This is an optimization exercise on Yosys and OpenROAD, whose aim is small area, a short achievable clock period and few clock cycles per item, not a production implementation. Function was checked by simulation only, so behaviour that the tests miss may differ from the original.

Design fir_seq_mac, start of the top module:
module fir_seq_mac (
  input  logic        clk,
  input  logic        reset,
  input  logic        in_valid,
  output logic        in_ready,
  input  logic [15:0] data_in,
  input  logic        coef_we,
  input  logic [3:0]  coef_addr,
  input  logic [15:0] coef_data,
  output logic        out_valid,
  input  logic        out_ready,
  output logic [15:0] data_out,
  output logic        busy
);
For scale: about 60 I/O pins, about 0.11 mm2 of cells after synthesis.
export LEC_CHECK = 0
export CAP_MARGIN = 20
export CORE_MARGIN = 2
export CORE_UTILIZATION = 40
export SLEW_MARGIN = 20
create_clock -name core_clock -period 12.0 [get_ports {clk}]
standard.sh (not shown) runs the stock make flow with config.mk's settings and CLKGATE_MAP_FILE= SYNTH_SCRIPT=/design/flow/synth_recipe.tcl, a recipe that flattens the netlist after the stock synthesis.
==> flow/flow/run.sh <==
#!/bin/bash
# Own layout flow: the standard synthesis, then a netlist pass that removes inverters
# around full adders and orders full-adder inputs by arrival (flow/polfix.py), then the standard flow's
# standard layout steps with a larger setup margin for repair_timing and plain buffers on the
# ports. Each tool's output goes to a log file here.
set -euo pipefail
MARGIN=$(cat flow/margin.txt)
bash standard.sh synth > synth.log 2>&1
NL=orfs/results/${FLOW_PLATFORM}/fir_seq_mac/base/1_2_yosys.v
cp "$NL" 1_2_yosys.orig.v
python3 flow/polfix.py flow/comp.json 1_2_yosys.orig.v 1_2_yosys.fixed.v > polfix.log 2>&1
cp 1_2_yosys.fixed.v "$NL"
bash standard.sh SETUP_SLACK_MARGIN="$MARGIN" \
  "BUFFER_PORTS_ARGS=-buffer_cell sky130_fd_sc_hd__buf_4" finish > layout.log 2>&1
test -s out/final.def
==> flow/flow/margin.txt <==
8.3
Other scripts of this flow, unchanged in this note and not shown: flow/flow/comp.json, flow/flow/polfix.py
Testbench counts at the start, summed over its fixed seeds: cycles 992, items 960.
Edit:
==> flow/flow/run.sh (replaced) <==
#!/bin/bash
set -euo pipefail
read -r MARGIN MARGIN_LATE < flow/margin.txt
PORTS="BUFFER_PORTS_ARGS=-buffer_cell sky130_fd_sc_hd__buf_4"
# ABC's area script: its many inverters are taken out by polfix.py
bash standard.sh ABC_AREA=1 synth > synth.log 2>&1
NL=orfs/results/${FLOW_PLATFORM}/fir_seq_mac/base/1_2_yosys.v
cp "$NL" 1_2_yosys.orig.v
python3 flow/polfix.py flow/comp.json 1_2_yosys.orig.v 1_2_yosys.fixed.v > polfix.log 2>&1
cp 1_2_yosys.fixed.v "$NL"
bash standard.sh SETUP_SLACK_MARGIN="$MARGIN" "$PORTS" cts > layout_cts.log 2>&1
bash standard.sh SETUP_SLACK_MARGIN="$MARGIN_LATE" "$PORTS" finish > layout_finish.log 2>&1
test -s out/final.def
==> flow/flow/margin.txt (replaced) <==
8.3 7.9
=>
- The new run passed the timing, design-rule and antenna checks
- critical path depth is lower by 2
- routed wire length shrinks by about 12%
- core utilization falls by 2.7 points
Edit:
--- a/flow/flow/run.sh
+++ b/flow/flow/run.sh
@@ -4,4 +4,3 @@
 PORTS="BUFFER_PORTS_ARGS=-buffer_cell sky130_fd_sc_hd__buf_4"
-# ABC's area script: its many inverters are taken out by polfix.py
-bash standard.sh ABC_AREA=1 synth > synth.log 2>&1
+bash standard.sh synth > synth.log 2>&1
 NL=orfs/results/${FLOW_PLATFORM}/fir_seq_mac/base/1_2_yosys.v
Setup slack gains 0.060 ns.
Global-route usage is higher by 1.9 points.
Cell area is higher by 6.8%.
Die area is higher by 5.0%.
Hold slack gains 0.0054 ns.
First-iteration DRC count is higher by 68%.
Wire length is higher by 12%.
Final cell count is higher by 9.4%.
Core utilization is higher by 0.66 points.
Clock skew is higher by 0.011 ns.

Another version of the RTL of fir_seq_mac (not shown whole).
Size: roughly 8900 cells after synthesis, ~60 I/O pins, ~100000 um^2 of cells after synthesis.
==> flow/config.mk <==
export PLATFORM = sky130hd
export DESIGN_NAME = fir_seq_mac
export DESIGN_NICKNAME = fir_seq_mac
export VERILOG_FILES = /design/flow/design.v
export SDC_FILE = /design/flow/constraint.sdc
export NUM_CORES = 4
export LEC_CHECK = 0
export CAP_MARGIN = 20
export CORE_MARGIN = 2
export CORE_UTILIZATION = 40
export SLEW_MARGIN = 20
==> flow/constraint.sdc <==
create_clock -name core_clock -period 12.0 [get_ports {clk}]
set_input_delay 2.4000 -clock core_clock [delete_from_list [all_inputs] [get_ports {clk}]]
set_output_delay 2.4000 -clock core_clock [all_outputs]
set_load 0.01 [all_outputs]
==> flow/flow/run.sh <==
#!/bin/bash
set -euo pipefail
read -r MARGIN MARGIN_LATE < flow/margin.txt
PORTS="BUFFER_PORTS_ARGS=-buffer_cell sky130_fd_sc_hd__buf_4"
# ABC's area script: its many inverters are taken out by polfix.py
bash standard.sh ABC_AREA=1 synth > synth.log 2>&1
NL=orfs/results/${FLOW_PLATFORM}/fir_seq_mac/base/1_2_yosys.v
cp "$NL" 1_2_yosys.orig.v
python3 flow/polfix.py flow/comp.json 1_2_yosys.orig.v 1_2_yosys.fixed.v > polfix.log 2>&1
cp 1_2_yosys.fixed.v "$NL"
bash standard.sh SETUP_SLACK_MARGIN="$MARGIN" "$PORTS" cts > layout_cts.log 2>&1
bash standard.sh SETUP_SLACK_MARGIN="$MARGIN_LATE" "$PORTS" finish > layout_finish.log 2>&1
test -s out/final.def
==> flow/flow/margin.txt <==
8.3 7.9
Other scripts of this flow, unchanged in this note and not shown: flow/flow/comp.json, flow/flow/polfix.py
The first run ran to the end with no violations.
Testbench counts at the start, summed over its fixed seeds: cycles 992, items 960.
Then changed:
==> flow/flow/margin.txt (replaced) <==
8.3 8.15
Result:
- The new run produced a clean layout
- routed wire length hardly moves
- fmax climbs slightly
- die area is unchanged
- critical path depth drops by 1
- clock skew hardly moves
- cell count is about the same
- clock-buffer cell count does not change

-- static timing again, ports no longer ideal --
In the flow no input, the clock included, has a driving cell. The finished layouts below were timed again as built, in two steps.
Step 1 assumes that a clkbuf_16 drives the clock port and a buf_2 every other input.
Step 2, shift: input delay + t, output delay - t, t = (earliest + latest rising clock arrival at the registers) / 2. This alone moves slack from input paths to output paths.
Three values: ideal ports, drivers, drivers and shift; two values: the first two.
run	shift t [ns]	setup slack, ns	worst data-port slew with drivers (ns)
the first run of note 1	0.976	8.033 / 8.033 / 7.372	0.05
the second run of note 1	0.941	7.883 / 7.883 / 7.259	0.07
the third run of note 1	0.972	7.943 / 7.943 / 7.149	0.05
the first run of note 2	0.969	8.137 / 8.126 / 7.224	0.22
the second run of note 2	0.966	8.153 / 8.126 / 7.215	0.22
After both steps every run listed still meets setup and hold. For the second run of note 2, which loses most, drivers alone change the setup slack by -0.027 ns; drivers and shift together by -0.938 ns.
